Source: an optimization exercise on an open RTL-to-GDS flow (aim: small area, a short achievable clock period and few clock cycles). Production flows keep margins and buffers that such runs may drop.
RTL that was checked went through simulation tests only; none was proved equivalent to the original.
The RTL of runs 2 to 5 was laid out without a check of its function.
Power is estimated from default activity; no workload was simulated.

<file path="design/flow/constraint.sdc">
create_clock -name core_clock -period 5.0 [get_ports {clk_i}]
set_input_delay 1.0000 -clock core_clock [delete_from_list [all_inputs] [get_ports {clk_i}]]
set_output_delay 1.0000 -clock core_clock [all_outputs]
set_load 0.01 [all_outputs]
</file>
<file path="design/flow/design.v">
package tagctrl_pkg;
  typedef struct packed {
    logic [32-1:0] addr;
    logic                       write;
    logic [64-1:0] wdata;
    logic                       tag;
  } tagctrl_req_t;
  typedef struct packed {
    logic [32-1:0]    addr;
    logic                          write;
    logic [64-1:0]    wdata;
    logic                          tag;          
    logic [8-1:0] tag_idx;
    logic                          err;          
    logic                          stored_tag;   
  } tagctrl_desc_t;
  typedef struct packed {
    logic [32-$clog2(64/8)-1:0] word_addr;
    logic                                                 write;
    logic [64-1:0]                           wdata;
  } tagctrl_mem_req_t;
  typedef struct packed {
    logic [64-1:0] rdata;
  } tagctrl_mem_rsp_t;
  localparam int unsigned DescW   = 32 + 1 + 64 + 1 + 8 + 2;
  localparam int unsigned MemRspW = 64;
  typedef struct packed {
    logic [64-1:0] rdata;
    logic                       tag;
    logic                       write;
    logic                       err;
  } tagctrl_rsp_t;
endpackage
`timescale 1ns/1ps
module tagctrl_stream_fifo #(
  parameter int unsigned Width     = 1,
  parameter int unsigned Depth     = 4
) (
  input  logic     clk_i,
  input  logic     reset_i,
  input  logic     valid_i,
  output logic     ready_o,
  input  logic [Width-1:0] data_i,
  output logic     valid_o,
  input  logic     ready_i,
  output logic [Width-1:0] data_o
);
  localparam int unsigned PtrW = (Depth > 1) ? $clog2(Depth) : 1;
  localparam int unsigned CntW = $clog2(Depth + 1);
  logic [Width-1:0]    mem_q [Depth];
  logic [PtrW-1:0]     wr_ptr_q, rd_ptr_q;
  logic [CntW-1:0]     count_q;
  logic                empty, push, pop;
  assign empty   = (count_q == '0);
  assign ready_o = (count_q != CntW'(Depth));
  assign valid_o = !empty || valid_i;
  assign data_o  = empty ? data_i : mem_q[rd_ptr_q];
  assign push = valid_i && ready_o && !(empty && ready_i);
  assign pop  = !empty && ready_i;
  always_ff @(posedge clk_i) begin
    if (reset_i) begin
      wr_ptr_q <= '0;
      rd_ptr_q <= '0;
      count_q  <= '0;
    end else begin
      if (push) begin
        wr_ptr_q <= (wr_ptr_q == PtrW'(Depth - 1)) ? '0 : wr_ptr_q + 1'b1;
      end
      if (pop) begin
        rd_ptr_q <= (rd_ptr_q == PtrW'(Depth - 1)) ? '0 : rd_ptr_q + 1'b1;
      end
      if (push && !pop) begin
        count_q <= count_q + 1'b1;
      end else if (pop && !push) begin
        count_q <= count_q - 1'b1;
      end
    end
  end
  always_ff @(posedge clk_i) begin
    if (push) begin
      mem_q[wr_ptr_q] <= data_i;
    end
  end
endmodule
`timescale 1ns/1ps
module tagctrl_decode (
  input  logic                      clk_i,
  input  logic                      reset_i,
  input  logic                      req_valid_i,
  input  tagctrl_pkg::tagctrl_req_t req_i,
  output logic                      req_ready_o,
  output logic                      desc_valid_o,
  output tagctrl_pkg::tagctrl_desc_t desc_o,
  input  logic                      desc_ready_i
);
  localparam int unsigned AddrW        = 32;
  localparam int unsigned TagIdxW      = 8;
  localparam int unsigned GranuleBytes = 128 / 8;
  localparam logic [AddrW-1:0] RegionBase = 32'h8000_0000;
  localparam logic [AddrW-1:0] RegionLen  = AddrW'(4096);
  tagctrl_pkg::tagctrl_desc_t desc_d, desc_q;
  logic                       valid_q;
  logic [AddrW-1:0]           offset;
  logic                       in_region;
  always_comb begin
    offset    = req_i.addr - RegionBase;
    in_region = (offset < RegionLen);
    desc_d       = '0;
    desc_d.addr  = req_i.addr;
    desc_d.write = req_i.write;
    desc_d.wdata = req_i.wdata;
    desc_d.tag   = req_i.tag;
    desc_d.err   = !in_region;
    if (in_region) begin
      desc_d.tag_idx = TagIdxW'(offset / GranuleBytes);
    end
  end
  assign req_ready_o = !valid_q || desc_ready_i;
  always_ff @(posedge clk_i) begin
    if (reset_i) begin
      valid_q <= 1'b0;
    end else if (req_ready_o) begin
      valid_q <= req_valid_i;
    end
  end
  always_ff @(posedge clk_i) begin
    if (req_valid_i && req_ready_o) begin
      desc_q <= desc_d;
    end
  end
  assign desc_valid_o = valid_q;
  assign desc_o       = desc_q;
endmodule
`timescale 1ns/1ps
module tagctrl_tag_store (
  input  logic                       clk_i,
  input  logic                       reset_i,
  input  logic                       desc_valid_i,
  input  tagctrl_pkg::tagctrl_desc_t desc_i,
  output logic                       desc_ready_o,
  output logic                       desc_valid_o,
  output tagctrl_pkg::tagctrl_desc_t desc_o,
  input  logic                       desc_ready_i
);
  localparam int unsigned NumTags = (4096 / (128 / 8));
  logic [NumTags-1:0]         tags_q;
  tagctrl_pkg::tagctrl_desc_t desc_q;
  logic                       valid_q;
  logic                       accept;
  logic                       is_read, is_write;
  assign desc_ready_o = !valid_q || desc_ready_i;
  assign accept       = desc_valid_i && desc_ready_o;
  assign is_read  = !desc_i.err && !desc_i.write;
  assign is_write = !desc_i.err && desc_i.write;
  always_ff @(posedge clk_i) begin
    if (reset_i) begin
      valid_q <= 1'b0;
      tags_q  <= '0;
    end else begin
      if (desc_ready_o) begin
        valid_q <= desc_valid_i;
      end
      if (accept && is_write) begin
        tags_q[desc_i.tag_idx] <= desc_i.tag;
      end
    end
  end
  always_ff @(posedge clk_i) begin
    if (accept) begin
      desc_q            <= desc_i;
      desc_q.stored_tag <= is_read ? tags_q[desc_i.tag_idx] : 1'b0;
    end
  end
  assign desc_valid_o = valid_q;
  assign desc_o       = desc_q;
endmodule
`timescale 1ns/1ps
module tagctrl_mem_issue (
  input  logic                          desc_valid_i,
  input  tagctrl_pkg::tagctrl_desc_t    desc_i,
  output logic                          desc_ready_o,
  output logic                          mem_req_valid_o,
  output tagctrl_pkg::tagctrl_mem_req_t mem_req_o,
  input  logic                          mem_req_ready_i,
  output logic                          fifo_valid_o,
  output tagctrl_pkg::tagctrl_desc_t    fifo_desc_o,
  input  logic                          fifo_ready_i
);
  localparam int unsigned AddrW    = 32;
  localparam int unsigned WordOffW = $clog2(64 / 8);
  logic needs_mem;
  logic mem_ok;
  assign needs_mem = !desc_i.err;
  assign mem_ok    = !needs_mem || mem_req_ready_i;
  assign mem_req_valid_o = desc_valid_i && needs_mem && fifo_ready_i;
  assign fifo_valid_o = desc_valid_i && mem_ok;
  assign desc_ready_o = fifo_ready_i && mem_ok;
  always_comb begin
    mem_req_o           = '0;
    mem_req_o.word_addr = desc_i.addr[AddrW-1:WordOffW];
    mem_req_o.write     = desc_i.write;
    mem_req_o.wdata     = desc_i.wdata;
  end
  assign fifo_desc_o = desc_i;
endmodule
`timescale 1ns/1ps
module tagctrl_resp_merge (
  input  logic                          desc_valid_i,
  input  tagctrl_pkg::tagctrl_desc_t    desc_i,
  output logic                          desc_ready_o,
  input  logic                          mem_valid_i,
  input  tagctrl_pkg::tagctrl_mem_rsp_t mem_i,
  output logic                          mem_ready_o,
  output logic                          rsp_valid_o,
  output tagctrl_pkg::tagctrl_rsp_t     rsp_o,
  input  logic                          rsp_ready_i
);
  logic is_read;
  logic done;
  assign is_read = !desc_i.write && !desc_i.err;
  assign rsp_valid_o = desc_valid_i && (!is_read || mem_valid_i);
  assign done        = rsp_valid_o && rsp_ready_i;
  assign desc_ready_o = done;
  assign mem_ready_o  = done && is_read;
  always_comb begin
    rsp_o       = '0;
    rsp_o.write = desc_i.write;
    rsp_o.err   = desc_i.err;
    if (is_read) begin
      rsp_o.rdata = mem_i.rdata;
      rsp_o.tag   = desc_i.stored_tag;
    end
  end
endmodule
`timescale 1ns/1ps
module tagctrl_top (
  input  logic                          clk_i,
  input  logic                          reset_i,
  input  logic                          req_valid_i,
  input  logic [31:0]                   req_addr_i,
  input  logic                          req_write_i,
  input  logic [63:0]                   req_wdata_i,
  input  logic                          req_tag_i,
  output logic                          req_ready_o,
  output logic                          rsp_valid_o,
  output logic [63:0]                   rsp_rdata_o,
  output logic                          rsp_tag_o,
  output logic                          rsp_write_o,
  output logic                          rsp_err_o,
  input  logic                          rsp_ready_i,
  output logic                          mem_req_valid_o,
  output logic [28:0]                   mem_req_addr_o,
  output logic                          mem_req_write_o,
  output logic [63:0]                   mem_req_wdata_o,
  input  logic                          mem_req_ready_i,
  input  logic                          mem_rsp_valid_i,
  input  logic [63:0]                   mem_rsp_rdata_i
);
  tagctrl_pkg::tagctrl_req_t     req_i;
  tagctrl_pkg::tagctrl_rsp_t     rsp_o;
  tagctrl_pkg::tagctrl_mem_req_t mem_req_o;
  tagctrl_pkg::tagctrl_mem_rsp_t mem_rsp_i;
  assign req_i.addr      = req_addr_i;
  assign req_i.write     = req_write_i;
  assign req_i.wdata     = req_wdata_i;
  assign req_i.tag       = req_tag_i;
  assign rsp_rdata_o     = rsp_o.rdata;
  assign rsp_tag_o       = rsp_o.tag;
  assign rsp_write_o     = rsp_o.write;
  assign rsp_err_o       = rsp_o.err;
  assign mem_req_addr_o  = mem_req_o.word_addr;
  assign mem_req_write_o = mem_req_o.write;
  assign mem_req_wdata_o = mem_req_o.wdata;
  assign mem_rsp_i.rdata = mem_rsp_rdata_i;
  tagctrl_pkg::tagctrl_desc_t    dec_desc;
  logic                          dec_valid, dec_ready;
  tagctrl_pkg::tagctrl_desc_t    ts_desc;
  logic                          ts_valid, ts_ready;
  tagctrl_pkg::tagctrl_desc_t    push_desc;
  logic                          push_valid, push_ready;
  tagctrl_pkg::tagctrl_desc_t    head_desc;
  logic                          head_desc_valid, head_desc_ready;
  tagctrl_pkg::tagctrl_mem_rsp_t head_rdata;
  logic                          head_rdata_valid, head_rdata_ready;
  tagctrl_decode i_decode (
    .clk_i        (clk_i),
    .reset_i      (reset_i),
    .req_valid_i  (req_valid_i),
    .req_i        (req_i),
    .req_ready_o  (req_ready_o),
    .desc_valid_o (dec_valid),
    .desc_o       (dec_desc),
    .desc_ready_i (dec_ready)
  );
  tagctrl_tag_store i_tag_store (
    .clk_i        (clk_i),
    .reset_i      (reset_i),
    .desc_valid_i (dec_valid),
    .desc_i       (dec_desc),
    .desc_ready_o (dec_ready),
    .desc_valid_o (ts_valid),
    .desc_o       (ts_desc),
    .desc_ready_i (ts_ready)
  );
  tagctrl_mem_issue i_mem_issue (
    .desc_valid_i    (ts_valid),
    .desc_i          (ts_desc),
    .desc_ready_o    (ts_ready),
    .mem_req_valid_o (mem_req_valid_o),
    .mem_req_o       (mem_req_o),
    .mem_req_ready_i (mem_req_ready_i),
    .fifo_valid_o    (push_valid),
    .fifo_desc_o     (push_desc),
    .fifo_ready_i    (push_ready)
  );
  tagctrl_stream_fifo #(
    .Width (tagctrl_pkg::DescW)
  ) i_desc_fifo (
    .clk_i   (clk_i),
    .reset_i (reset_i),
    .valid_i (push_valid),
    .ready_o (push_ready),
    .data_i  (push_desc),
    .valid_o (head_desc_valid),
    .ready_i (head_desc_ready),
    .data_o  (head_desc)
  );
  tagctrl_stream_fifo #(
    .Width (tagctrl_pkg::MemRspW)
  ) i_rdata_fifo (
    .clk_i   (clk_i),
    .reset_i (reset_i),
    .valid_i (mem_rsp_valid_i),
    .ready_o (),
    .data_i  (mem_rsp_i),
    .valid_o (head_rdata_valid),
    .ready_i (head_rdata_ready),
    .data_o  (head_rdata)
  );
  tagctrl_resp_merge i_resp_merge (
    .desc_valid_i (head_desc_valid),
    .desc_i       (head_desc),
    .desc_ready_o (head_desc_ready),
    .mem_valid_i  (head_rdata_valid),
    .mem_i        (head_rdata),
    .mem_ready_o  (head_rdata_ready),
    .rsp_valid_o  (rsp_valid_o),
    .rsp_o        (rsp_o),
    .rsp_ready_i  (rsp_ready_i)
  );
endmodule
</file>
<file path="design/flow/run.sh">
#!/bin/bash
# synth_recipe.tcl (not shown) runs the flow's synth.tcl, then flattens the netlist and writes it again
# the make line also repeats each setting of config.mk as NAME=value (left out here)
make -C /OpenROAD-flow-scripts/flow DESIGN_CONFIG=/design/flow/config.mk WORK_HOME=/design/flow/orfs CLKGATE_MAP_FILE= SYNTH_SCRIPT=/design/flow/synth_recipe.tcl finish
</file>
<file path="design/flow/config.mk">
export PLATFORM = sky130hd
export DESIGN_NAME = tagctrl_top
export DESIGN_NICKNAME = tagctrl_top
export VERILOG_FILES = /design/flow/design.v
export SDC_FILE = /design/flow/constraint.sdc
export NUM_CORES = 4
export LEC_CHECK = 0
export CAP_MARGIN = 20
export CORE_MARGIN = 2
export CORE_UTILIZATION = 40
export SLEW_MARGIN = 20
</file>
==> flow_metrics.tcl, run 1 <==
set metrics [dict create \
    status "complete, no violations" \
    dr_total_vias 21830 \
    use_met2_pct 37.48 \
    synth_nets 2695 \
    fin_ws_ns 0.4387 \
    clock_sinks 744 \
    grt_pass1_wl_mm 136.8 \
    peakVddDrop_v 0.0002713 \
    min_path_type "reg -> reg" \
    synth-compound-area-share_pct 11.56 \
    cts_tree "built" \
    cts_buffer_depth 3 \
    post-route-min-period_ns 4.561 \
    rsz0062_at_grt "no" \
    pin_count 332 \
    final_area_sq_um 37660 \
    io_buffer_count 328 \
    synth-xor-area-share_pct 0.3016 \
    antenna_found_initial 4 \
    firstDrtPassIters 6 \
    power_density_nw_per_um2 391.4 \
    whs_ns 0.4144 \
    synth_top_family_by_area "compound AO/OA/AOI/OAI gates" \
    path_clk_slew_ns 0.06 \
    fin_skew_ns 0.02175 \
    cp_cell_sequence "mux4_2 -> mux2i_1 -> nand2_4 -> buf_4 -> a21oi_1 -> clkdlybuf4s50_1" \
    die_area_sq_um 80030 \
    ys_ff_latch 744 \
    drt_iter0_markers 2374 \
    cts_root_buf "clkbuf_16" \
    fillers 6745 \
    top_usage_layer "met2" \
    dp_slack_ns 0.8505 \
    worst_skew_pair.late_latency_ns 0.63 \
    routed_via_density 5.695 \
    async_flop_share_pct 0 \
    grt_usage_pct 23.10 \
    syn_area_sq_um 31110 \
    leakage_nw 11.98 \
    ctsHoldBuffers 0 \
    synth_adder_area_share_pct 0.7721 \
    crit_fanout 39 \
    grt_pass1_vias 21540 \
    slowest_stage "clkdlybuf4s50_1" \
    muxShareOfSynthArea_pct 10.26 \
    die_width_um 282.9 \
    fin_crit_sh_pct 91.23 \
    routabilityCongestion 0.9349 \
    setup_viol 0 \
    final_layout_size_suffix_gt1_share_pct 13.19 \
    avgRoutedWirePerCell_um 24.40 \
    yosys_most_used_dff "edfxtp_1" \
    cts_resized 0 \
    grtUsageMet3_pct 4.495 \
    start_util_pct 40.29 \
    fin_nets 2908 \
    required_ns 4.00 \
    gr-total-overflow 0 \
    postRouteAntennaNets 0 \
    arrival_ns 3.56 \
    syn_inst 2509 \
    die_h_um 282.9 \
    drc 0 \
    synth-edff-count 468 \
    rows 102 \
    grt_max_degree 135 \
    tightest_slew_ns 1.097 \
    final_core_util_pct 48.77 \
    cts_max_level 3 \
    hold_viol_final 0 \
    dpl.hpwl_mm 59.87 \
    startpoint_type "flip-flop" \
    ys_seq_area_share_pct 62.93 \
    post_cts_buffers 0 \
    drt_wl_total_mm 93.48 \
    synthSimpleGateAreaFrac_pct 9.213 \
    core-area_sq_um 77210 \
    cts_buffers 82 \
    drv_cap 0 \
    ys_types 69 \
    hold_start "i_decode.desc_q[103]" \
    critical_path_class "reg -> out" \
    cp_slowest_stage_delay_ns 0.56 \
    area_delta_synth_final_pct 21.04 \
    use_met1_pct 29.60 \
    tns_ns 0 \
    end_kind "output port" \
    synth_warnings 6 \
    avgSynthCellArea_sq_um 12.40 \
    slew_headroom_pct 26.90 \
    fmax_mhz 219.2 \
    placed_cell_area_sq_um 34950 \
    final-max-slew-violation-count 0 \
]
[placed cells by master, fill, tap and decap left out, drive strengths merged, types with 6 or more instances in the layout]
cell type,Yosys,layout
nand4,17,17
o22ai,9,9
nor3,26,26
bufinv,0,7
clkinvlp,0,6
ha,16,16
nand3,74,74
mux4,120,120
nor2,51,51
clkdlybuf4s50,0,327
edfxtp,468,468
o21ai,270,270
mux2i,49,49
a21oi,339,339
dfxtp,276,276
clkinv,0,36
nand2,351,351
o211ai,8,8
buf,150,72
clkbuf,121,101
nand2b,7,7
inv,18,21
nor4,21,21
and2,21,21
o221ai,11,11
or3,9,9
[path summary, 6_finish.rpt]
| kind | endpoint | slack, ns | depth (start not counted) |
|---|---|---|---|
| worst max-delay path | rsp_rdata_o[28] | 0.44 | 6 |
| worst min-delay path | i_tag_store.desc_q[103] | 0.41 | 0 |
| worst max register to register | i_rdata_fifo.count_q[2] | 1.15 | 12 |
| worst min register to register | i_tag_store.desc_q[103] | 0.41 | 0 |
[cells by family after synthesis]
group / after synthesis
DFF: 744
AOI/OAI and AO/OA: 675
and+or+nand+nor: 605
buffers and inverters: 289
muxes: 169
adders and majority gates: 18
xor gates and xnor gates: 9
[per-stage QoR]
step           instances  power, mW
6_report            3832      14.74
5_1_grt             3831      15.27
4_1_cts             3830      14.89
3_5_place_dp        3678      8.913
3_3_place_gp        3678      8.864
2_1_floorplan       2509      8.155
[critical path, delay by kind of cell, from the launching register on]
family          cells  cell delay, ns
mux                 2            0.99
buf+inv             2            0.93
flops               1            0.43
simple gates        1            0.37
compound gates      1            0.20
[sequential cells by signal, summed over array words and instances, names as in the netlist, named ones only]
signal	count
i_desc_fifo.count_q	3
i_desc_fifo.wr_ptr_q	2
i_rdata_fifo.rd_ptr_q	2
i_rdata_fifo.count_q	3
i_desc_fifo.mem_q	12
i_rdata_fifo.mem_q	256
i_decode.desc_q	104
i_rdata_fifo.wr_ptr_q	2
i_tag_store.valid_q	1
i_tag_store.desc_q	96
i_decode.valid_q	1
i_desc_fifo.rd_ptr_q	2
i_tag_store.tags_q	256
[where the power goes]
group | leakage [nW] | switching [mW] | total (mW) | internal [mW]
logic | 4.07 | 1.11 | 1.75 | 0.644
clock network | 1.31 | 2.48 | 5.98 | 3.49
registers | 6.59 | 0.113 | 7.01 | 6.90
[metal layers]
metal | up-vias | share of wire (%) | wire length, um
li1 | 9658 | - | -
met3 | 269 | 8.0 | 7499
met4 | 4 | 5.2 | 4866
met5 | - | 0.029 | 27
met1 | 10840 | 40 | 37100
met2 | 1058 | 47 | 43990
[synthesized netlist by cell type, drive strengths merged, types with 2 or more instances]
| cell type | n | share of area (%) |
|---|---|---|
| nor2 | 51 | 0.62 |
| clkbuf | 121 | 1.5 |
| o22ai | 9 | 0.18 |
| xor2 | 5 | 0.14 |
| a2111oi | 5 | 0.14 |
| edfxtp | 468 | 45 |
| a211oi | 4 | 0.097 |
| o31ai | 4 | 0.097 |
| and2 | 21 | 0.42 |
| o21ai | 270 | 4.4 |
| a21oi | 339 | 5.5 |
| o31a | 3 | 0.084 |
| nor4b | 2 | 0.076 |
| nor3 | 26 | 0.55 |
| xnor2 | 4 | 0.16 |
| fa | 2 | 0.13 |
| mux4 | 120 | 8.7 |
| nor2b | 5 | 0.10 |
| o221ai | 11 | 0.31 |
| nand3 | 74 | 1.2 |
| o2111ai | 3 | 0.10 |
| o21a | 2 | 0.048 |
| or3 | 9 | 0.18 |
| dfxtp | 276 | 18 |
| and3 | 4 | 0.080 |
| or2 | 5 | 0.11 |
| nor4 | 21 | 0.86 |
| buf | 150 | 3.3 |
| nand2 | 351 | 4.2 |
| o211ai | 8 | 0.19 |
| nand3b | 3 | 0.072 |
| ha | 16 | 0.64 |
| inv | 18 | 0.22 |
| nor3b | 4 | 0.097 |
| a311oi | 3 | 0.10 |
| nand2b | 7 | 0.14 |
| a21o | 3 | 0.072 |
| mux2i | 49 | 1.6 |
| nand4 | 17 | 0.34 |
[final cells by class]
class	count	area (sq um)	area share, %
clock inverter	52	511.7	1.359
multi-input combinational	1476	10060	26.70
sequential	744	19580	52.00
tap	1040	1301	3.455
inverter	18	67.56	0.1794
antenna	2	5.005	0.01329
timing repair buffer	400	3953	10.50
clock buffer	100	2182	5.794
Testbench counts, summed over its fixed seeds: cycles 19,760.
==> inputs of run 2 (changes only) <==
--- a/design/flow/design.v
+++ b/design/flow/design.v
@@ -234,5 +234,8 @@
 endmodule
 `timescale 1ns/1ps
-module tagctrl_top (
+module tagctrl_top #(
+  parameter int unsigned RdDepth = 4,    
+  parameter int unsigned DqDepth = 8     
+) (
   input  logic                          clk_i,
   input  logic                          reset_i,
@@ -257,95 +260,193 @@
   input  logic [63:0]                   mem_rsp_rdata_i
 );
-  tagctrl_pkg::tagctrl_req_t     req_i;
-  tagctrl_pkg::tagctrl_rsp_t     rsp_o;
-  tagctrl_pkg::tagctrl_mem_req_t mem_req_o;
-  tagctrl_pkg::tagctrl_mem_rsp_t mem_rsp_i;
-  assign req_i.addr      = req_addr_i;
-  assign req_i.write     = req_write_i;
-  assign req_i.wdata     = req_wdata_i;
-  assign req_i.tag       = req_tag_i;
-  assign rsp_rdata_o     = rsp_o.rdata;
-  assign rsp_tag_o       = rsp_o.tag;
-  assign rsp_write_o     = rsp_o.write;
-  assign rsp_err_o       = rsp_o.err;
-  assign mem_req_addr_o  = mem_req_o.word_addr;
-  assign mem_req_write_o = mem_req_o.write;
-  assign mem_req_wdata_o = mem_req_o.wdata;
-  assign mem_rsp_i.rdata = mem_rsp_rdata_i;
-  tagctrl_pkg::tagctrl_desc_t    dec_desc;
-  logic                          dec_valid, dec_ready;
-  tagctrl_pkg::tagctrl_desc_t    ts_desc;
-  logic                          ts_valid, ts_ready;
-  tagctrl_pkg::tagctrl_desc_t    push_desc;
-  logic                          push_valid, push_ready;
-  tagctrl_pkg::tagctrl_desc_t    head_desc;
-  logic                          head_desc_valid, head_desc_ready;
-  tagctrl_pkg::tagctrl_mem_rsp_t head_rdata;
-  logic                          head_rdata_valid, head_rdata_ready;
-  tagctrl_decode i_decode (
-    .clk_i        (clk_i),
-    .reset_i      (reset_i),
-    .req_valid_i  (req_valid_i),
-    .req_i        (req_i),
-    .req_ready_o  (req_ready_o),
-    .desc_valid_o (dec_valid),
-    .desc_o       (dec_desc),
-    .desc_ready_i (dec_ready)
-  );
-  tagctrl_tag_store i_tag_store (
-    .clk_i        (clk_i),
-    .reset_i      (reset_i),
-    .desc_valid_i (dec_valid),
-    .desc_i       (dec_desc),
-    .desc_ready_o (dec_ready),
-    .desc_valid_o (ts_valid),
-    .desc_o       (ts_desc),
-    .desc_ready_i (ts_ready)
-  );
-  tagctrl_mem_issue i_mem_issue (
-    .desc_valid_i    (ts_valid),
-    .desc_i          (ts_desc),
-    .desc_ready_o    (ts_ready),
-    .mem_req_valid_o (mem_req_valid_o),
-    .mem_req_o       (mem_req_o),
-    .mem_req_ready_i (mem_req_ready_i),
-    .fifo_valid_o    (push_valid),
-    .fifo_desc_o     (push_desc),
-    .fifo_ready_i    (push_ready)
-  );
-  tagctrl_stream_fifo #(
-    .Width (tagctrl_pkg::DescW)
-  ) i_desc_fifo (
-    .clk_i   (clk_i),
-    .reset_i (reset_i),
-    .valid_i (push_valid),
-    .ready_o (push_ready),
-    .data_i  (push_desc),
-    .valid_o (head_desc_valid),
-    .ready_i (head_desc_ready),
-    .data_o  (head_desc)
-  );
-  tagctrl_stream_fifo #(
-    .Width (tagctrl_pkg::MemRspW)
-  ) i_rdata_fifo (
-    .clk_i   (clk_i),
-    .reset_i (reset_i),
-    .valid_i (mem_rsp_valid_i),
-    .ready_o (),
-    .data_i  (mem_rsp_i),
-    .valid_o (head_rdata_valid),
-    .ready_i (head_rdata_ready),
-    .data_o  (head_rdata)
-  );
-  tagctrl_resp_merge i_resp_merge (
-    .desc_valid_i (head_desc_valid),
-    .desc_i       (head_desc),
-    .desc_ready_o (head_desc_ready),
-    .mem_valid_i  (head_rdata_valid),
-    .mem_i        (head_rdata),
-    .mem_ready_o  (head_rdata_ready),
-    .rsp_valid_o  (rsp_valid_o),
-    .rsp_o        (rsp_o),
-    .rsp_ready_i  (rsp_ready_i)
-  );
+  localparam int unsigned DqPtrW = $clog2(DqDepth);
+  localparam int unsigned RdPtrW = (RdDepth > 1) ? $clog2(RdDepth) : 1;
+  localparam int unsigned CntW   = $clog2(DqDepth + 1);
+  localparam int unsigned CrW    = $clog2(RdDepth + 1);
+  logic        rdy_q;                  
+  logic        sv_q;                   
+  logic [28:0] s_a;
+  logic        s_w, s_t, s_iw;
+  logic [63:0] s_d;
+  logic        hv_q;                   
+  logic [28:0] h_a;
+  logic        h_w, h_t, h_iw;
+  logic [63:0] h_d;
+  logic        mv_q;                   
+  logic        take, in_iw, h_leave, h_free;
+  logic        n_v, n_iw, n_w;         
+  logic        rd_wait;                
+  logic        grant;
+  logic        mv_d;
+  assign in_iw = (req_addr_i[31:12] == 20'h80000);
+  assign take  = req_valid_i && rdy_q;
+  assign h_leave = hv_q && (!h_iw || (mv_q && mem_req_ready_i));
+  assign h_free  = !hv_q || h_leave;
+  always_comb begin
+    if (sv_q) begin
+      n_v  = 1'b1;
+      n_iw = s_iw;
+      n_w  = s_w;
+    end else begin
+      n_v  = take;
+      n_iw = in_iw;
+      n_w  = req_write_i;
+    end
+  end
+  logic [CrW-1:0] cr_q;                
+  logic           release_rd;
+  assign rd_wait = h_free ? (n_v && n_iw && !n_w) : (hv_q && h_iw && !h_w && !mv_q);
+  assign grant   = rd_wait && ((cr_q < CrW'(RdDepth)) || release_rd);
+  always_comb begin
+    if (h_free) mv_d = n_v && n_iw && (n_w || grant);
+    else        mv_d = mv_q || grant;
+  end
+  always_ff @(posedge clk_i) begin
+    if (reset_i) begin
+      cr_q <= '0;
+    end else if (grant && !release_rd) begin
+      cr_q <= cr_q + 1'b1;
+    end else if (release_rd && !grant) begin
+      cr_q <= cr_q - 1'b1;
+    end
+  end
+  logic [255:0] tags_q;
+  logic         h_tag;
+  always_ff @(posedge clk_i) begin
+    if (reset_i) begin
+      tags_q <= '0;
+    end else if (hv_q && h_iw && h_w) begin
+      tags_q[h_a[8:1]] <= h_t;
+    end
+  end
+  assign h_tag = tags_q[h_a[8:1]];
+  logic [DqDepth-1:0] dv_q;
+  logic [DqDepth-1:0] de_q, dw_q, dt_q;   
+  logic [DqPtrW-1:0]  dwp_q, drp_q;
+  logic [CntW-1:0]    tot_q;              
+  logic               d_push, d_pop;
+  logic               dh_v, dh_e, dh_w, dh_t, dh_rd;
+  assign d_push = h_leave;
+  assign dh_v   = dv_q[drp_q];
+  assign dh_e   = de_q[drp_q];
+  assign dh_w   = dw_q[drp_q];
+  assign dh_t   = dt_q[drp_q];
+  assign dh_rd  = !dh_e && !dh_w;
+  always_ff @(posedge clk_i) begin
+    for (int k = 0; k < DqDepth; k++) begin
+      if (!dv_q[k]) begin
+        de_q[k] <= !h_iw;
+        dw_q[k] <= h_w;
+        dt_q[k] <= h_iw && !h_w && h_tag;
+      end
+    end
+  end
+  logic [63:0]        rd_mem [RdDepth];
+  logic [RdDepth-1:0] fv_q;
+  logic [RdPtrW-1:0]  fwp_q, frp_q;
+  logic               f_ne, f_push, f_pop;
+  assign f_ne = fv_q[frp_q];
+  always_ff @(posedge clk_i) begin
+    for (int k = 0; k < RdDepth; k++) begin
+      if (!fv_q[k]) rd_mem[k] <= mem_rsp_rdata_i;
+    end
+  end
+  logic        ov_q;
+  logic [63:0] o_rdata;
+  logic        o_tag, o_write, o_err;
+  logic        o_free, o_load, o_next;
+  assign o_free     = !ov_q || rsp_ready_i;
+  assign o_next     = dh_v && (!dh_rd || f_ne || mem_rsp_valid_i);
+  assign o_load     = o_free && o_next;
+  assign d_pop      = o_load;
+  assign release_rd = o_load && dh_rd;
+  assign f_pop      = release_rd && f_ne;
+  assign f_push     = mem_rsp_valid_i && !(release_rd && !f_ne);
+  always_ff @(posedge clk_i) begin
+    if (o_free) begin
+      o_rdata <= !dh_rd ? 64'd0 : (f_ne ? rd_mem[frp_q] : mem_rsp_rdata_i);
+      o_tag   <= dh_t;
+      o_write <= dh_w;
+      o_err   <= dh_e;
+    end
+  end
+  logic           sv_d;
+  logic [CntW-1:0] tot_d;
+  assign sv_d  = sv_q ? !h_free : (take && !h_free);
+  assign tot_d = tot_q + CntW'(take) - CntW'(o_load);
+  always_ff @(posedge clk_i) begin
+    if (reset_i) begin
+      rdy_q <= 1'b1;
+      sv_q  <= 1'b0;
+      hv_q  <= 1'b0;
+      mv_q  <= 1'b0;
+      ov_q  <= 1'b0;
+      tot_q <= '0;
+      dv_q  <= '0;
+      dwp_q <= '0;
+      drp_q <= '0;
+      fv_q  <= '0;
+      fwp_q <= '0;
+      frp_q <= '0;
+    end else begin
+      rdy_q <= !sv_d && (tot_d < CntW'(DqDepth));
+      sv_q  <= sv_d;
+      if (h_free) hv_q <= n_v;
+      mv_q  <= mv_d;
+      if (o_free) ov_q <= o_next;
+      tot_q <= tot_d;
+      if (d_push) begin
+        dv_q[dwp_q] <= 1'b1;
+        dwp_q       <= (dwp_q == DqPtrW'(DqDepth - 1)) ? '0 : dwp_q + 1'b1;
+      end
+      if (d_pop) begin
+        dv_q[drp_q] <= 1'b0;
+        drp_q       <= (drp_q == DqPtrW'(DqDepth - 1)) ? '0 : drp_q + 1'b1;
+      end
+      if (f_push) begin
+        fv_q[fwp_q] <= 1'b1;
+        fwp_q       <= (fwp_q == RdPtrW'(RdDepth - 1)) ? '0 : fwp_q + 1'b1;
+      end
+      if (f_pop) begin
+        fv_q[frp_q] <= 1'b0;
+        frp_q       <= (frp_q == RdPtrW'(RdDepth - 1)) ? '0 : frp_q + 1'b1;
+      end
+    end
+  end
+  always_ff @(posedge clk_i) begin
+    if (!sv_q) begin
+      s_a  <= req_addr_i[31:3];
+      s_w  <= req_write_i;
+      s_d  <= req_wdata_i;
+      s_t  <= req_tag_i;
+      s_iw <= in_iw;
+    end
+  end
+  always_ff @(posedge clk_i) begin
+    if (h_free) begin
+      if (sv_q) begin
+        h_a  <= s_a;
+        h_w  <= s_w;
+        h_d  <= s_d;
+        h_t  <= s_t;
+        h_iw <= s_iw;
+      end else begin
+        h_a  <= req_addr_i[31:3];
+        h_w  <= req_write_i;
+        h_d  <= req_wdata_i;
+        h_t  <= req_tag_i;
+        h_iw <= in_iw;
+      end
+    end
+  end
+  assign req_ready_o     = rdy_q;
+  assign mem_req_valid_o = mv_q;
+  assign mem_req_addr_o  = h_a;
+  assign mem_req_write_o = h_w;
+  assign mem_req_wdata_o = h_d;
+  assign rsp_valid_o     = ov_q;
+  assign rsp_rdata_o     = o_rdata;
+  assign rsp_tag_o       = o_tag;
+  assign rsp_write_o     = o_write;
+  assign rsp_err_o       = o_err;
 endmodule
==> flow_metrics.tcl, run 2 <==
set metrics [dict create \
    status "complete, no violations" \
    reg2reg_slack_ns 1.09 \
    cts_buffers 89 \
    power_density_nw_per_um2 375.8 \
    tns_ns 0 \
    rr_worst_depth 12 \
    post_cts_buffers 0 \
    cts_resized 0 \
    die_width_um 290.6 \
    start_util_pct 40.19 \
    rr_endpoint "tot_q[2]" \
    end_kind "flip-flop" \
    firstDrtPassIters 6 \
    grt_pass1_wl_mm 140.3 \
    drt_wl_total_mm 92.83 \
    ys_ff_latch 829 \
    io_buffer_count 328 \
    async_flop_share_pct 0 \
    yosys.area.top_type_share_pct 40.50 \
    synth-edff-count 443 \
    final_layout_size_suffix_gt1_share_pct 12.47 \
    grt_usage_pct 21.31 \
    r2r_start "drp_q[0]" \
    fin_nets 3222 \
    critPathBufInv 2 \
    pin_count 332 \
    path_clk_slew_ns 0.06 \
    tightest_slew_ns 1.133 \
    leakage_nw 13.83 \
    ys_seq_area_share_pct 64.03 \
    dpl.hpwl_mm 57.48 \
    worst_skew_pair.late_latency_ns 0.65 \
    area_delta_synth_final_pct 21.96 \
    arrival_ns 4.40 \
    final_cell_mix "nand2_1 (443), edfxtp_1 (443), dfxtp_1 (385), a21oi_1 (352), clkdlybuf4s50_1 (327)" \
    cp_cell_sequence "mux4_2 -> nor3_2 -> a21oi_4 -> o31ai_1 -> nand2b_1 -> inv_2 -> ha_1 -> inv_1 -> ha_1 -> fa_1 -> xnor2_1 -> nor2_1" \
    cts_root_buf "clkbuf_16" \
    fin_cells 4169 \
    routed_via_density 5.624 \
    fin_crit_sh_pct 78.13 \
    min_path_type "reg -> reg" \
    rsz0062_at_grt "no" \
    cts_buffer_depth 3 \
    hold_depth 1 \
    drc 0 \
    post-place-cells 3998 \
    clock_sinks 829 \
    cp_top_family "adder cells" \
    rows 105 \
    yosys_most_used_dff "edfxtp_1" \
    drv_cap 0 \
    slowest_stage "dfxtp_1" \
    slew_headroom_pct 24.44 \
    routabilityCongestion 0.8933 \
    avgSynthCellArea_sq_um 11.96 \
    yosys.area.top_type "edfxtp_1" \
    gr-total-overflow 0 \
    yosysMostFrequentCell "nand2_1" \
    cp_slowest_stage_delay_ns 0.76 \
    fin_skew_ns 0.01846 \
    cts_tree "built" \
    syn_area_sq_um 32850 \
    setup_viol 0 \
    cts_max_level 3 \
    hold_start "s_a[2]" \
    core-area_sq_um 81720 \
    top_regs "rd_mem: 256 flops, tags_q: 256 flops" \
    synth_nets 2948 \
    netlist_top_cells_count "nand2_1 (444), edfxtp_1 (443), dfxtp_1 (386)" \
    postRouteAntennaNets 0 \
    crit_fanout 14 \
    final-max-slew-violation-count 0 \
    synth_warnings 2 \
    avgRoutedWirePerCell_um 22.27 \
    die_area_sq_um 84420 \
    critical_path_class "reg -> reg" \
    ys_types 73 \
    hold_viol_final 0 \
    grt_pass1_vias 23610 \
    fmax_mhz 256.0 \
    syn_inst 2747 \
    holdPathEnd "s_a[2]" \
    synthTopCellsByArea "edfxtp_1 (41%), dfxtp_1 (24%), a21oi_1 (5.4%), nand2_1 (5.1%), o21ai_0 (4.2%)" \
    crit_top_cell "ha_1" \
    startpoint_type "flip-flop" \
    antenna_found_initial 3 \
    post-route-min-period_ns 3.907 \
    peakVddDrop_v 0.0002708 \
    required_ns 5.49 \
    drt_iter0_markers 2441 \
    dr_total_vias 23450 \
    grt_max_degree 152 \
    die_h_um 290.6 \
    ctsHoldBuffers 0 \
]
## run 2: changes by cell type after synthesis, moves of 25 or more
cell / previous run / this run
a211oi_1: 4 / 55
nand2_1: 351 / 444
a222oi_1: 0 / 64
mux2_2: 0 / 101
dfxtp_1: 276 / 386
buf_4: 94 / 5
nand3_1: 74 / 28
mux4_2: 120 / 51
edfxtp_1: 468 / 443
## run 2: cell families (layout without fill, tap and decap cells)
| kind of cell | after synthesis | in the layout | share of synthesized area, % |
|---|---|---|---|
| flops | 829 | 829 | 64.03 |
| xor+xnor | 11 | 11 | 0.3390 |
| fa+ha+maj | 33 | 33 | 1.303 |
| other cells | 0 | 3 | 0 |
| compound gates | 816 | 816 | 14.59 |
| simple gates | 621 | 621 | 7.958 |
| mux | 209 | 209 | 8.712 |
| buf+inv | 228 | 577 | 3.074 |
## run 2: layout make-up
class	count	area, sq um
Tap cell	1070	1339
Clock inverter	39	374.1
Clock buffer	127	2511
Multi-Input combinational cell	1690	10950
Fill cell	7129	41660
Sequential cell	829	21030
Timing Repair Buffer	376	3710
Antenna cell	3	7.507
Inverter	35	131.4
## run 2: worst max-delay path by stage
stage                         startpoint  endpoint  slack [ns]  cells after the start
after floorplan              rsp_ready_i   cr_q[2]        0.16                     11
after global placement    req_addr_i[23]   cr_q[2]        0.49                     13
after detailed placement  req_addr_i[23]   cr_q[2]        0.54                     13
after CTS                       drp_q[0]  tot_q[2]        1.06                     12
after global routing            drp_q[0]     rdy_q        0.77                     14
final                           drp_q[0]  tot_q[2]        1.09                     12
## run 2: per-layer routing
metal / part of all wire (%) / vias to the layer above / GRT usage, %
met4: 3.6 / 0 / 8.846
li1: - / 10720 / -
met2: 47 / 1072 / 34.73
met3: 8.9 / 201 / 5.445
met1: 40 / 11450 / 27.06
met5: 0 / - / 0
## run 2: metrics by stage
stage	power [mW]	hold WS, ns	setup WS (ns)	area (sq um)	utilization (%)
finish	15.05	0.4695	1.093	40060	49.02
global route	15.59	0.4839	0.7718	40060	49.02
CTS	15.20	0.4699	1.057	40010	48.96
detailed placement	8.774	0.4568	0.5413	37120	45.43
global placement	8.738	0.4520	0.4873	37120	45.43
floorplan	8.252	0.4439	0.1566	32850	-
## run 2: report_power, final
group          internal [mW]  total [mW]  switching (mW)
combinational          0.452        1.02           0.572
sequential              7.49        7.61           0.114
clock                   3.73        6.42            2.70
==> inputs of run 3 (changes only) <==
--- a/design/flow/config.mk
+++ b/design/flow/config.mk
@@ -8,4 +8,5 @@
 export CAP_MARGIN = 20
 export CORE_MARGIN = 2
-export CORE_UTILIZATION = 40
+export CORE_UTILIZATION = 55
+export SETUP_SLACK_MARGIN = 3.0
 export SLEW_MARGIN = 20
==> flow_metrics.tcl, run 3 <==
set metrics [dict create \
    final_common_cell "edfxtp_1" \
    antenna_found_initial 9 \
    rows 89 \
    r2r_start "h_a[2]" \
    post-route-min-period_ns 4.151 \
    drc 0 \
    ys_seq_area_share_pct 64.03 \
    required_ns 5.42 \
    cp_slowest_stage_delay_ns 1.17 \
    fin_cells 4213 \
    yosysMostFrequentCell "nand2_1" \
    final_cell_mix "edfxtp_1 (443), dfxtp_1 (377), nand2_1 (317), a21oi_1 (188), a21oi_2 (151)" \
    pin_count 332 \
    final_area_sq_um 46800 \
    final_core_util_pct 79.29 \
    grt_pass1_wl_mm 177.3 \
    tns_ns 0 \
    routed_via_density 6.986 \
    hold_depth 2 \
    cts_max_level 3 \
    final_layout_size_suffix_gt1_share_pct 43.45 \
    fillers 3244 \
    grt_usage_pct 39.78 \
    fin_nets 3561 \
    synth_warnings 2 \
    dr_total_vias 29430 \
    core-area_sq_um 59020 \
    use_met2_pct 59.22 \
    async_flop_share_pct 0 \
    rr_worst_depth 8 \
    hold_start "tags_q[161]" \
    gr-total-overflow 0 \
    ys_ff_latch 829 \
    total_power_mw 15.39 \
    ctsHoldBuffers 0 \
    firstDrtPassIters 28 \
    worst_skew_pair.late_latency_ns 0.70 \
    start_util_pct 55.65 \
    avgRoutedWirePerCell_um 33.59 \
    power_density_nw_per_um2 328.8 \
    die_area_sq_um 61690 \
    holdPathEnd "tags_q[161]" \
    clock_sinks 829 \
    grt_max_degree 138 \
    min_path_type "reg -> reg" \
    final-max-slew-violation-count 0 \
    top_regs "rd_mem: 256 flops, tags_q: 256 flops" \
    drv_cap 0 \
    rsz0062_at_grt "yes" \
    yosys.area.top_type_share_pct 40.50 \
    drt_wl_total_mm 141.5 \
    top_usage_layer "met2" \
    leakage_nw 17.59 \
    fin_crit_sh_pct 83.02 \
    avgSynthCellArea_sq_um 11.96 \
    hold_viol_final 0 \
    path_clk_slew_ns 0.07 \
    cts_root_buf "clkbuf_16" \
    crit_fanout 14 \
    use_met1_pct 46.37 \
    cts_buffer_depth 3 \
    synth-edff-count 443 \
    synth_nets 2948 \
    syn_inst 2747 \
    tightest_slew_ns 1.388 \
    cp_cell_sequence "buf_12 -> buf_16 -> or3b_1 -> o221ai_1 -> a211oi_1 -> o311ai_4 -> nand2_2 -> o221ai_4" \
    startpoint_type "flip-flop" \
    slowest_stage "o221ai_1" \
    critical_path_class "reg -> reg" \
    cts_buffers 83 \
    syn_area_sq_um 32850 \
    drt_iter0_markers 4789 \
    area_delta_synth_final_pct 42.47 \
    arrival_ns 4.57 \
    synthTopCellsByArea "edfxtp_1 (41%), dfxtp_1 (24%), a21oi_1 (5.4%), nand2_1 (5.1%), o21ai_0 (4.2%)" \
    status "complete, no violations" \
    multi_input_area_sq_um 14430 \
    cts_tree "built" \
    die_width_um 248.4 \
    netlist_top_cells_count "nand2_1 (444), edfxtp_1 (443), dfxtp_1 (386)" \
    yosys.area.top_type "edfxtp_1" \
    post-place-cells 3692 \
    postRouteAntennaNets 0 \
    yosys_most_used_dff "edfxtp_1" \
    fmax_mhz 240.9 \
    io_buffer_count 328 \
    placed_cell_area_sq_um 37380 \
    end_kind "flip-flop" \
    grt_pass1_vias 26880 \
    routabilityCongestion 0.9091 \
    grtUsageMet3_pct 18.41 \
    setup_viol 0 \
    seq_area_sq_um 21060 \
    rr_endpoint "dt_q[7]" \
    fin_skew_ns 0.06124 \
    ys_types 73 \
    slew_headroom_pct 7.485 \
    die_h_um 248.4 \
    dpl.hpwl_mm 55.74 \
    reg2reg_slack_ns 0.85 \
    peakVddDrop_v 0.0003700 \
]
[run 3: changes by cell type in the layout (fill, tap and decap cells not counted), moves of 131 or more]
cell	before	now
o21ai_0	275	77
clkdlybuf4s50_1	327	143
a21oi_1	352	188
a21oi_2	0	151
buf_2	0	136
o21ai_2	1	132
[run 3: cell families after synthesis]
kind of cell | synth area share (%)
xor gates and xnor gates | 0.3390
adders and majority gates | 1.303
buffers and inverters | 3.074
and+or+nand+nor | 7.958
AOI/OAI and AO/OA | 14.59
muxes | 8.712
DFF | 64.03
[run 3: area by class of cell]
| type | count | area share, % |
|---|---|---|
| Inverter | 35 | 0.3476 |
| Clock buffer | 127 | 5.246 |
| Sequential cell | 829 | 45.00 |
| Timing Repair Buffer | 691 | 15.90 |
| Antenna cell | 11 | 0.05882 |
| Clock inverter | 27 | 0.5401 |
| Multi-Input combinational cell | 1720 | 30.84 |
| Tap cell | 773 | 2.067 |
[run 3: worst max-delay path by stage]
stage                          startpoint       to  slack [ns]
after floorplan           mem_req_ready_i  cr_q[2]        1.25
after global placement     req_addr_i[20]  cr_q[2]        0.78
after detailed placement   req_addr_i[20]  cr_q[2]        0.72
after CTS                        drp_q[0]  cr_q[2]        1.97
after global routing               h_a[1]  dt_q[7]        1.02
final                              h_a[2]  dt_q[7]        0.85
[run 3: what timing repair did]
item                       4_1_cts  5_1_grt
gates cloned                    50       15
buffers inserted               207       84
setup endpoints to repair      736      540
pin swaps                      185      222
resized for setup             1194      505
[run 3: routing by layer]
metal	up-vias	share of wire [%]
met5	-	0.55
met4	23	10
met3	1126	15
met2	2637	43
met1	14130	32
li1	11520	-
[run 3: stage by stage]
stage	setup slack, ns	hold slack [ns]
2_1_floorplan	1.247	0.4439
3_3_place_gp	0.7835	0.4510
3_5_place_dp	0.7234	0.4563
4_1_cts	1.969	0.4589
5_1_grt	1.016	0.4659
6_report	0.8491	0.4579
[run 3: worst max-delay path, delay by kind of cell (launching register included)]
family                 cells  cell delay (ns)
AO/OA/AOI/OAI              4             2.27
buffers and inverters      2             0.38
AND/OR/NAND/NOR            2             0.81
flip-flops                 1             0.43
[run 3: power breakdown]
part | internal (mW) | switching [mW] | total, mW
clock | 3.55 | 2.74 | 6.30
sequential | 7.49 | 0.108 | 7.60
combinational | 0.626 | 0.866 | 1.49
total | 11.7 | 3.72 | 15.4
==> inputs of run 4 (changes only) <==
--- a/design/flow/design.v
+++ b/design/flow/design.v
@@ -260,8 +260,5 @@
   input  logic [63:0]                   mem_rsp_rdata_i
 );
-  localparam int unsigned DqPtrW = $clog2(DqDepth);
   localparam int unsigned RdPtrW = (RdDepth > 1) ? $clog2(RdDepth) : 1;
-  localparam int unsigned CntW   = $clog2(DqDepth + 1);
-  localparam int unsigned CrW    = $clog2(RdDepth + 1);
   logic        rdy_q;                  
   logic        sv_q;                   
@@ -270,16 +267,19 @@
   logic [63:0] s_d;
   logic        hv_q;                   
-  logic [28:0] h_a;
-  logic        h_w, h_t, h_iw;
+  logic [28:0] h_a;                    
   logic [63:0] h_d;
+  logic        h_w;
+  logic [7:0]  h_idx;                  
+  logic        h_t, h_iw, h_wc;        
   logic        mv_q;                   
   logic        take, in_iw, h_leave, h_free;
   logic        n_v, n_iw, n_w;         
-  logic        rd_wait;                
-  logic        grant;
-  logic        mv_d;
+  logic        rd_wait, grant, cr_ok, mv_d;
+  logic [DqDepth-1:0] qv_q;            
+  logic               q_push, q_pop, q_space, q_space_d;
   assign in_iw = (req_addr_i[31:12] == 20'h80000);
   assign take  = req_valid_i && rdy_q;
-  assign h_leave = hv_q && (!h_iw || (mv_q && mem_req_ready_i));
+  assign q_space = !qv_q[DqDepth-1];
+  assign h_leave = hv_q && (h_iw ? (mv_q && mem_req_ready_i) : q_space);
   assign h_free  = !hv_q || h_leave;
   always_comb begin
@@ -294,11 +294,17 @@
     end
   end
-  logic [CrW-1:0] cr_q;                
-  logic           release_rd;
-  assign rd_wait = h_free ? (n_v && n_iw && !n_w) : (hv_q && h_iw && !h_w && !mv_q);
-  assign grant   = rd_wait && ((cr_q < CrW'(RdDepth)) || release_rd);
   always_comb begin
-    if (h_free) mv_d = n_v && n_iw && (n_w || grant);
-    else        mv_d = mv_q || grant;
+    if (q_push && !q_pop)      q_space_d = !qv_q[DqDepth-2];
+    else if (q_pop && !q_push) q_space_d = 1'b1;
+    else                       q_space_d = !qv_q[DqDepth-1];
+  end
+  logic [RdDepth-1:0] cr_q;            
+  logic               release_rd;
+  assign cr_ok   = !cr_q[RdDepth-1] || release_rd;
+  assign rd_wait = h_free ? (n_v && n_iw && !n_w) : (hv_q && h_iw && !h_wc && !mv_q);
+  assign grant   = rd_wait && cr_ok && q_space_d;
+  always_comb begin
+    if (h_free) mv_d = n_v && n_iw && q_space_d && (n_w || cr_ok);
+    else        mv_d = mv_q || (hv_q && h_iw && q_space_d && (h_wc || cr_ok));
   end
   always_ff @(posedge clk_i) begin
@@ -306,7 +312,7 @@
       cr_q <= '0;
     end else if (grant && !release_rd) begin
-      cr_q <= cr_q + 1'b1;
+      cr_q <= {cr_q[RdDepth-2:0], 1'b1};
     end else if (release_rd && !grant) begin
-      cr_q <= cr_q - 1'b1;
+      cr_q <= {1'b0, cr_q[RdDepth-1:1]};
     end
   end
@@ -316,27 +322,37 @@
     if (reset_i) begin
       tags_q <= '0;
-    end else if (hv_q && h_iw && h_w) begin
-      tags_q[h_a[8:1]] <= h_t;
+    end else if (hv_q && h_iw && h_wc) begin
+      tags_q[h_idx] <= h_t;
     end
   end
-  assign h_tag = tags_q[h_a[8:1]];
-  logic [DqDepth-1:0] dv_q;
-  logic [DqDepth-1:0] de_q, dw_q, dt_q;   
-  logic [DqPtrW-1:0]  dwp_q, drp_q;
-  logic [CntW-1:0]    tot_q;              
-  logic               d_push, d_pop;
+  assign h_tag = tags_q[h_idx];
+  logic [DqDepth-1:0] qe_q, qw_q, qt_q;   
+  logic               new_e, new_w, new_t;
   logic               dh_v, dh_e, dh_w, dh_t, dh_rd;
-  assign d_push = h_leave;
-  assign dh_v   = dv_q[drp_q];
-  assign dh_e   = de_q[drp_q];
-  assign dh_w   = dw_q[drp_q];
-  assign dh_t   = dt_q[drp_q];
-  assign dh_rd  = !dh_e && !dh_w;
+  assign q_push = h_leave;
+  assign new_e  = !h_iw;
+  assign new_w  = h_wc;
+  assign new_t  = h_iw && !h_wc && h_tag;
+  assign dh_v  = qv_q[0];
+  assign dh_e  = qe_q[0];
+  assign dh_w  = qw_q[0];
+  assign dh_t  = qt_q[0];
+  assign dh_rd = !dh_e && !dh_w;
   always_ff @(posedge clk_i) begin
     for (int k = 0; k < DqDepth; k++) begin
-      if (!dv_q[k]) begin
-        de_q[k] <= !h_iw;
-        dw_q[k] <= h_w;
-        dt_q[k] <= h_iw && !h_w && h_tag;
+      if (q_pop) begin
+        if (k < DqDepth - 1 && qv_q[k+1]) begin
+          qe_q[k] <= qe_q[k+1];
+          qw_q[k] <= qw_q[k+1];
+          qt_q[k] <= qt_q[k+1];
+        end else begin
+          qe_q[k] <= new_e;
+          qw_q[k] <= new_w;
+          qt_q[k] <= new_t;
+        end
+      end else if (!qv_q[k]) begin
+        qe_q[k] <= new_e;
+        qw_q[k] <= new_w;
+        qt_q[k] <= new_t;
       end
     end
@@ -345,6 +361,6 @@
   logic [RdDepth-1:0] fv_q;
   logic [RdPtrW-1:0]  fwp_q, frp_q;
-  logic               f_ne, f_push, f_pop;
-  assign f_ne = fv_q[frp_q];
+  logic               f_ne_q;          
+  logic               f_push, f_pop;
   always_ff @(posedge clk_i) begin
     for (int k = 0; k < RdDepth; k++) begin
@@ -357,13 +373,13 @@
   logic        o_free, o_load, o_next;
   assign o_free     = !ov_q || rsp_ready_i;
-  assign o_next     = dh_v && (!dh_rd || f_ne || mem_rsp_valid_i);
+  assign o_next     = dh_v && (!dh_rd || f_ne_q || mem_rsp_valid_i);
   assign o_load     = o_free && o_next;
-  assign d_pop      = o_load;
+  assign q_pop      = o_load;
   assign release_rd = o_load && dh_rd;
-  assign f_pop      = release_rd && f_ne;
-  assign f_push     = mem_rsp_valid_i && !(release_rd && !f_ne);
+  assign f_pop      = release_rd && f_ne_q;
+  assign f_push     = mem_rsp_valid_i && !(release_rd && !f_ne_q);
   always_ff @(posedge clk_i) begin
     if (o_free) begin
-      o_rdata <= !dh_rd ? 64'd0 : (f_ne ? rd_mem[frp_q] : mem_rsp_rdata_i);
+      o_rdata <= !dh_rd ? 64'd0 : (f_ne_q ? rd_mem[frp_q] : mem_rsp_rdata_i);
       o_tag   <= dh_t;
       o_write <= dh_w;
@@ -371,37 +387,26 @@
     end
   end
-  logic           sv_d;
-  logic [CntW-1:0] tot_d;
-  assign sv_d  = sv_q ? !h_free : (take && !h_free);
-  assign tot_d = tot_q + CntW'(take) - CntW'(o_load);
+  logic sv_d;
+  assign sv_d = sv_q ? !h_free : (take && !h_free);
   always_ff @(posedge clk_i) begin
     if (reset_i) begin
-      rdy_q <= 1'b1;
-      sv_q  <= 1'b0;
-      hv_q  <= 1'b0;
-      mv_q  <= 1'b0;
-      ov_q  <= 1'b0;
-      tot_q <= '0;
-      dv_q  <= '0;
-      dwp_q <= '0;
-      drp_q <= '0;
-      fv_q  <= '0;
-      fwp_q <= '0;
-      frp_q <= '0;
+      rdy_q  <= 1'b1;
+      sv_q   <= 1'b0;
+      hv_q   <= 1'b0;
+      mv_q   <= 1'b0;
+      ov_q   <= 1'b0;
+      qv_q   <= '0;
+      fv_q   <= '0;
+      fwp_q  <= '0;
+      frp_q  <= '0;
+      f_ne_q <= 1'b0;
     end else begin
-      rdy_q <= !sv_d && (tot_d < CntW'(DqDepth));
+      rdy_q <= !sv_d;
       sv_q  <= sv_d;
       if (h_free) hv_q <= n_v;
       mv_q  <= mv_d;
       if (o_free) ov_q <= o_next;
-      tot_q <= tot_d;
-      if (d_push) begin
-        dv_q[dwp_q] <= 1'b1;
-        dwp_q       <= (dwp_q == DqPtrW'(DqDepth - 1)) ? '0 : dwp_q + 1'b1;
-      end
-      if (d_pop) begin
-        dv_q[drp_q] <= 1'b0;
-        drp_q       <= (drp_q == DqPtrW'(DqDepth - 1)) ? '0 : drp_q + 1'b1;
-      end
+      if (q_push && !q_pop)      qv_q <= {qv_q[DqDepth-2:0], 1'b1};
+      else if (q_pop && !q_push) qv_q <= {1'b0, qv_q[DqDepth-1:1]};
       if (f_push) begin
         fv_q[fwp_q] <= 1'b1;
@@ -412,4 +417,6 @@
         frp_q       <= (frp_q == RdPtrW'(RdDepth - 1)) ? '0 : frp_q + 1'b1;
       end
+      if (f_pop) f_ne_q <= fv_q[(frp_q == RdPtrW'(RdDepth - 1)) ? '0 : frp_q + 1'b1] || f_push;
+      else       f_ne_q <= f_ne_q || f_push;
     end
   end
@@ -426,15 +433,19 @@
     if (h_free) begin
       if (sv_q) begin
-        h_a  <= s_a;
-        h_w  <= s_w;
-        h_d  <= s_d;
-        h_t  <= s_t;
-        h_iw <= s_iw;
+        h_a   <= s_a;
+        h_idx <= s_a[8:1];
+        h_w   <= s_w;
+        h_wc  <= s_w;
+        h_d   <= s_d;
+        h_t   <= s_t;
+        h_iw  <= s_iw;
       end else begin
-        h_a  <= req_addr_i[31:3];
-        h_w  <= req_write_i;
-        h_d  <= req_wdata_i;
-        h_t  <= req_tag_i;
-        h_iw <= in_iw;
+        h_a   <= req_addr_i[31:3];
+        h_idx <= req_addr_i[11:4];
+        h_w   <= req_write_i;
+        h_wc  <= req_write_i;
+        h_d   <= req_wdata_i;
+        h_t   <= req_tag_i;
+        h_iw  <= in_iw;
       end
     end
--- a/design/flow/config.mk
+++ b/design/flow/config.mk
@@ -9,4 +9,4 @@
 export CORE_MARGIN = 2
 export CORE_UTILIZATION = 55
-export SETUP_SLACK_MARGIN = 3.0
+export SETUP_SLACK_MARGIN = 2.8
 export SLEW_MARGIN = 20
==> flow_metrics.tcl, run 4 <==
set metrics [dict create \
    status "complete, no violations" \
    grtUsageMet3_pct 12.41 \
    drc 0 \
    fin_cells 4055 \
    use_met1_pct 45.79 \
    drt_wl_total_mm 112.5 \
    top_usage_layer "met2" \
    final_core_util_pct 73.99 \
    fin_nets 3392 \
    final_layout_size_suffix_gt1_share_pct 35.82 \
    crit_fanout 5 \
    netlist_top_cells_count "edfxtp_1 (422), dfxtp_1 (399), nand2_1 (344)" \
    critPathBufInv 6 \
    ctsHoldBuffers 0 \
    avgRoutedWirePerCell_um 27.75 \
    yosys.area.top_type "edfxtp_1" \
    syn_area_sq_um 32480 \
    fmax_mhz 314.9 \
    critical_path_class "reg -> reg" \
    die_width_um 247.0 \
    cts_buffer_depth 3 \
    startpoint_type "flip-flop" \
    cts_tree "built" \
    peakVddDrop_v 0.0003868 \
    synth-edff-count 422 \
    cts_root_buf "clkbuf_16" \
    power_density_nw_per_um2 339.8 \
    io_buffer_count 328 \
    firstDrtPassIters 9 \
    required_ns 5.56 \
    startpoint "h_idx[4]" \
    cp_top_family "simple AND/OR/NAND/NOR gates" \
    top_regs "rd_mem: 256 flops, tags_q: 256 flops" \
    drv_cap 0 \
    synth_nets 2930 \
    avgSynthCellArea_sq_um 11.84 \
    r2r_start "h_idx[4]" \
    yosys.area.top_type_share_pct 39.02 \
    clock_sinks 821 \
    gr-total-overflow 0 \
    cts_max_level 3 \
    ys_ff_latch 821 \
    leakage_nw 15.90 \
    slew_headroom_pct 29.50 \
    end_kind "flip-flop" \
    setup_viol 0 \
    start_util_pct 55.34 \
    cp_slowest_stage_delay_ns 0.59 \
    ys_types 68 \
    hold_start "qt_q[0]" \
    rows 89 \
    area_delta_synth_final_pct 33.70 \
    die_area_sq_um 61010 \
    final_cell_mix "edfxtp_1 (422), dfxtp_1 (394), nand2_1 (260), a21oi_1 (208)" \
    arrival_ns 3.73 \
    cp_cell_sequence "buf_12 -> or4_4 -> o31a_1 -> buf_6 -> or3_4 -> buf_12 -> buf_6 -> nor2_4 -> buf_6 -> clkbuf_16 -> nand3_1 -> a21oi_1" \
    async_flop_share_pct 0 \
    dr_total_vias 26430 \
    tightest_slew_ns 1.057 \
    use_met2_pct 51.05 \
    grt_max_degree 129 \
    drt_iter0_markers 3576 \
    fin_skew_ns 0.04296 \
    cts_buffers 84 \
    crit_top_cell "buf_6" \
    worst_skew_pair.late_latency_ns 0.66 \
    final-max-slew-violation-count 0 \
    hold_viol_final 0 \
    final_common_cell "edfxtp_1" \
    yosys_most_used_dff "edfxtp_1" \
    synth_warnings 6 \
    routed_via_density 6.518 \
    pin_count 332 \
    grt_pass1_wl_mm 156.5 \
    core-area_sq_um 58690 \
    die_h_um 247.0 \
    grt_pass1_vias 24750 \
    min_path_type "reg -> reg" \
    postRouteAntennaNets 0 \
    yosysMostFrequentCell "edfxtp_1" \
    fillers 3817 \
    ys_seq_area_share_pct 63.62 \
    whs_ns 0.4218 \
    slowest_stage "or4_4" \
    antenna_found_initial 10 \
    rsz0062_at_grt "yes" \
    syn_inst 2744 \
    synthTopCellsByArea "edfxtp_1 (39%), dfxtp_1 (25%), a21oi_1 (4.4%), o21ai_0 (4.1%), nand2_1 (4.0%)" \
    grt_usage_pct 34.51 \
    post-route-min-period_ns 3.176 \
    routabilityCongestion 0.9377 \
    dpl.hpwl_mm 53.67 \
    path_clk_slew_ns 0.07 \
    total_power_mw 14.76 \
    post-place-cells 3678 \
    tns_ns 0 \
    fin_crit_sh_pct 63.52 \
]
==> run 4: changes by cell type after synthesis, sizes merged, moves of 12 or more <==
| cell | before | now |
|---|---|---|
| clkbuf | 124 | 137 |
| inv | 34 | 16 |
| dfxtp | 386 | 399 |
| nor2 | 70 | 155 |
| nand2 | 444 | 344 |
| edfxtp | 443 | 422 |
| a211oi | 57 | 13 |
| ha | 31 | 18 |
| o22ai | 4 | 24 |
| nand4 | 2 | 14 |
| a21oi | 353 | 284 |
| mux2i | 56 | 96 |
| o21ai | 282 | 331 |
| nand3 | 28 | 82 |
==> run 4: kinds of logic (layout without fill, tap and decap cells) <==
logic type | after synthesis | count (layout) | synth area share (%)
buffers and inverters | 218 | 726 | 2.920
flip-flops | 821 | 821 | 63.62
adder cells (fa/ha/maj) | 18 | 18 | 0.6935
AO/OA/AOI/OAI | 766 | 766 | 13.54
multiplexers | 249 | 249 | 10.24
AND/OR/NAND/NOR | 668 | 691 | 8.857
other | 0 | 7 | 0
XOR/XNOR | 4 | 4 | 0.1310
==> run 4: layout make-up <==
class / instances / area, sq um / share of cell area (%)
Clock buffer: 122 / 2442 / 5.625
Timing Repair Buffer: 554 / 5515 / 12.70
Antenna cell: 7 / 17.52 / 0.04034
Clock inverter: 33 / 325.3 / 0.7492
Sequential cell: 821 / 20670 / 47.61
Multi-Input combinational cell: 1728 / 13400 / 30.86
Inverter: 17 / 80.08 / 0.1844
Tap cell: 773 / 967.2 / 2.227
==> run 4: worst paths after layout <==
check,end,slack [ns],depth (start not counted)
hold reg to reg,o_tag,0.42,0
setup reg to reg,tags_q[4],1.82,12
setup / recovery,tags_q[4],1.82,12
hold / removal,o_tag,0.42,0
==> run 4: what timing repair did <==
action                     4_1_cts  5_1_grt
pin swaps                      187      128
setup endpoints to repair      599      515
cloned                          35        8
gates resized for setup       1171      258
buffers inserted               133       39
==> run 4: worst register-to-register path, delay by kind of cell, from the launching register on <==
family                 cells  cell delay, ns
DFF                        1            0.49
buffers and inverters      6            0.91
AOI/OAI and AO/OA          2            0.51
and+or+nand+nor            4            1.19
==> run 4: metrics by stage <==
stage                     area (sq um)  worst slack (ns)
after CTS                        41940             2.017
final                            43420             1.824
after global routing             43410             1.808
after detailed placement         36460             1.028
after global placement           36460             1.136
after floorplan                  33000             1.595
==> run 4: routing by layer <==
layer	vias to the layer above	routed length [um]
li1	11210	-
met1	12830	41270
met2	1828	49030
met3	548	15400
met4	12	6768
met5	-	68
==> run 4: power by group <==
group | switching, mW | internal, mW | leakage [nW]
Sequential | 0.0805 | 7.35 | 7.79
Combinational | 0.583 | 0.415 | 6.74
Clock | 2.62 | 3.70 | 1.37
==> inputs of run 5 (changes only) <==
--- a/design/flow/config.mk
+++ b/design/flow/config.mk
@@ -11,2 +11,3 @@
 export SETUP_SLACK_MARGIN = 2.8
 export SLEW_MARGIN = 20
+export TNS_END_PERCENT = 5
==> flow_metrics.tcl, run 5 <==
set metrics [dict create \
    final_core_util_pct 70.98 \
    grt_pass1_wl_mm 142.6 \
    cts_tree "built" \
    yosys_most_used_dff "edfxtp_1" \
    p_comb_share_pct 6.7 \
    avgRoutedWirePerCell_um 25.23 \
    p_sw_share_pct 22.09 \
    crit_fanout 8 \
    arrival_ns 3.32 \
    end_kind "flip-flop" \
    required_ns 5.45 \
    fmax_mhz 349.2 \
    seq_power_share_pct 51.4 \
    power.internal_mw 11.28 \
    critPathBufInv 4 \
    rsz0062_at_grt "yes" \
    synth-edff-count 422 \
    rows 89 \
    fillers 3984 \
    grt_usage_pct 30.73 \
    core-area_sq_um 58690 \
    cp_num_cells 11 \
    yosys.area.top_type "edfxtp_1" \
    synth_nets 2930 \
    worst_skew_pair.late_latency_ns 0.64 \
    final_area_sq_um 41660 \
    avgSynthCellArea_sq_um 11.84 \
    setup_viol 0 \
    synthTopCellsByArea "edfxtp_1 (39%), dfxtp_1 (25%), a21oi_1 (4.4%), o21ai_0 (4.1%), nand2_1 (4.0%)" \
    cp_slowest_stage_delay_ns 0.41 \
    path_clk_slew_ns 0.06 \
    cts_max_level 3 \
    pwr-share-clk_pct 41.9 \
    fin_skew_ns 0.02402 \
    slew_headroom_pct 28.66 \
    dr_total_vias 24830 \
    slowest_stage "edfxtp_1" \
    min_path_type "reg -> reg" \
    die_area_sq_um 61010 \
    tightest_slew_ns 1.070 \
    hold_depth 0 \
    cp_top_family "simple AND/OR/NAND/NOR gates" \
    critical_path_class "reg -> reg" \
    routabilityCongestion 0.9239 \
    start_util_pct 55.34 \
    antenna_found_initial 5 \
    cp_cell_sequence "buf_6 -> buf_12 -> buf_16 -> nor2_4 -> buf_4 -> xor2_1 -> o31a_1 -> nor2_1 -> nand2_1 -> o21ai_0 -> a21oi_1" \
    tns_ns 0 \
    leakage_nw 14.65 \
    netlist_top_cells_count "edfxtp_1 (422), dfxtp_1 (399), nand2_1 (344)" \
    status "complete, no violations" \
    gr-total-overflow 0 \
    p_switching_mw 3.196 \
    drt_iter0_markers 2629 \
    final_layout_size_suffix_gt1_share_pct 19.34 \
    ys_ff_latch 821 \
    yosysMostFrequentCell "edfxtp_1" \
    drc 0 \
    total_power_mw 14.47 \
    ys_types 68 \
    drt_wl_total_mm 100.1 \
    postRouteAntennaNets 0 \
    final_common_cell "edfxtp_1" \
    placed_cell_area_sq_um 36310 \
    grt_pass1_vias 23780 \
    drv_cap 0 \
    final_cell_mix "edfxtp_1 (422), dfxtp_1 (395), nand2_1 (328), clkdlybuf4s50_1 (303), a21oi_1 (273)" \
    die_width_um 247.0 \
    synth_warnings 6 \
    yosys.area.top_type_share_pct 39.02 \
    startpoint_type "flip-flop" \
]
[run 5: power groups by stage]
stage	Combinational, mW	Clock (mW)	Sequential (mW)
after detailed placement	0.794	0	7.59
after CTS	0.924	6.13	7.44
after global routing	1.02	6.41	7.45
after floorplan	0.375	0	7.58
after global placement	0.780	0	7.57
final	0.968	6.07	7.44
[run 5: final timing paths]
path | to | start | slack [ns]
max reg2reg | tags_q[1] | h_idx[0] | 2.14
min reg2reg | o_tag | qt_q[0] | 0.44
max | tags_q[1] | h_idx[0] | 2.14
min | o_tag | qt_q[0] | 0.44
[run 5: kinds of logic after synthesis]
group           share of synthesized area [%]
fa+ha+maj                              0.6935
buf+inv                                 2.920
simple gates                            8.857
xor+xnor                               0.1310
mux                                     10.24
compound gates                          13.54
flops                                   63.62
[run 5: area by class of cell]
cell class,count,area (sq um),area share [%]
inverters,17,67.56,0.1622
well taps,773,967.2,2.322
diodes,1,2.502,0.006007
multi-input cells,1716,11970,28.72
clock buffers,119,2355,5.653
clock inverters,34,290.3,0.6969
flip-flops and latches,821,20670,49.62
repair buffers,488,5338,12.81
[run 5: layer usage]
metal	vias to the layer above	track usage (%)	wire length, um
li1	10990	-	-
met1	12250	40.81	39170
met2	1306	48.59	46630
met3	282	8.661	10370
met4	6	10.54	3946
met5	-	0	31
[run 5: worst reg2reg max path: cells and delay by family (launching register included)]
kind                   cells  cell delay, ns
AO/OA/AOI/OAI              3            0.74
AND/OR/NAND/NOR            3            0.86
flip-flops                 1            0.41
buffers and inverters      4            0.61
XOR/XNOR                   1            0.09
[run 5: through the flow]
| stage | hold slack, ns | worst slack, ns |
|---|---|---|
| final | 0.4433 | 2.136 |
| after CTS | 0.4502 | 2.252 |
| after global placement | 0.4315 | 0.9932 |
| after detailed placement | 0.4126 | 0.9185 |
| after global routing | 0.4591 | 2.085 |
| after floorplan | 0.4003 | 1.595 |
[run 5: timing repair]
item | 4_1_cts | 5_1_grt
buffers inserted | 79 | 26
gates resized for setup | 225 | 80
pin swaps | 43 | 41
cloned | 20 | 7
endpoints found under the setup margin | 644 | 661

Check on run 5: ideal ports give 2.136 ns setup slack; a clkbuf_16 on the clock port and buf_2 on the inputs give 2.136 ns; moving port delays by the midpoint clock arrival (0.691 ns) as well gives 1.647 ns.
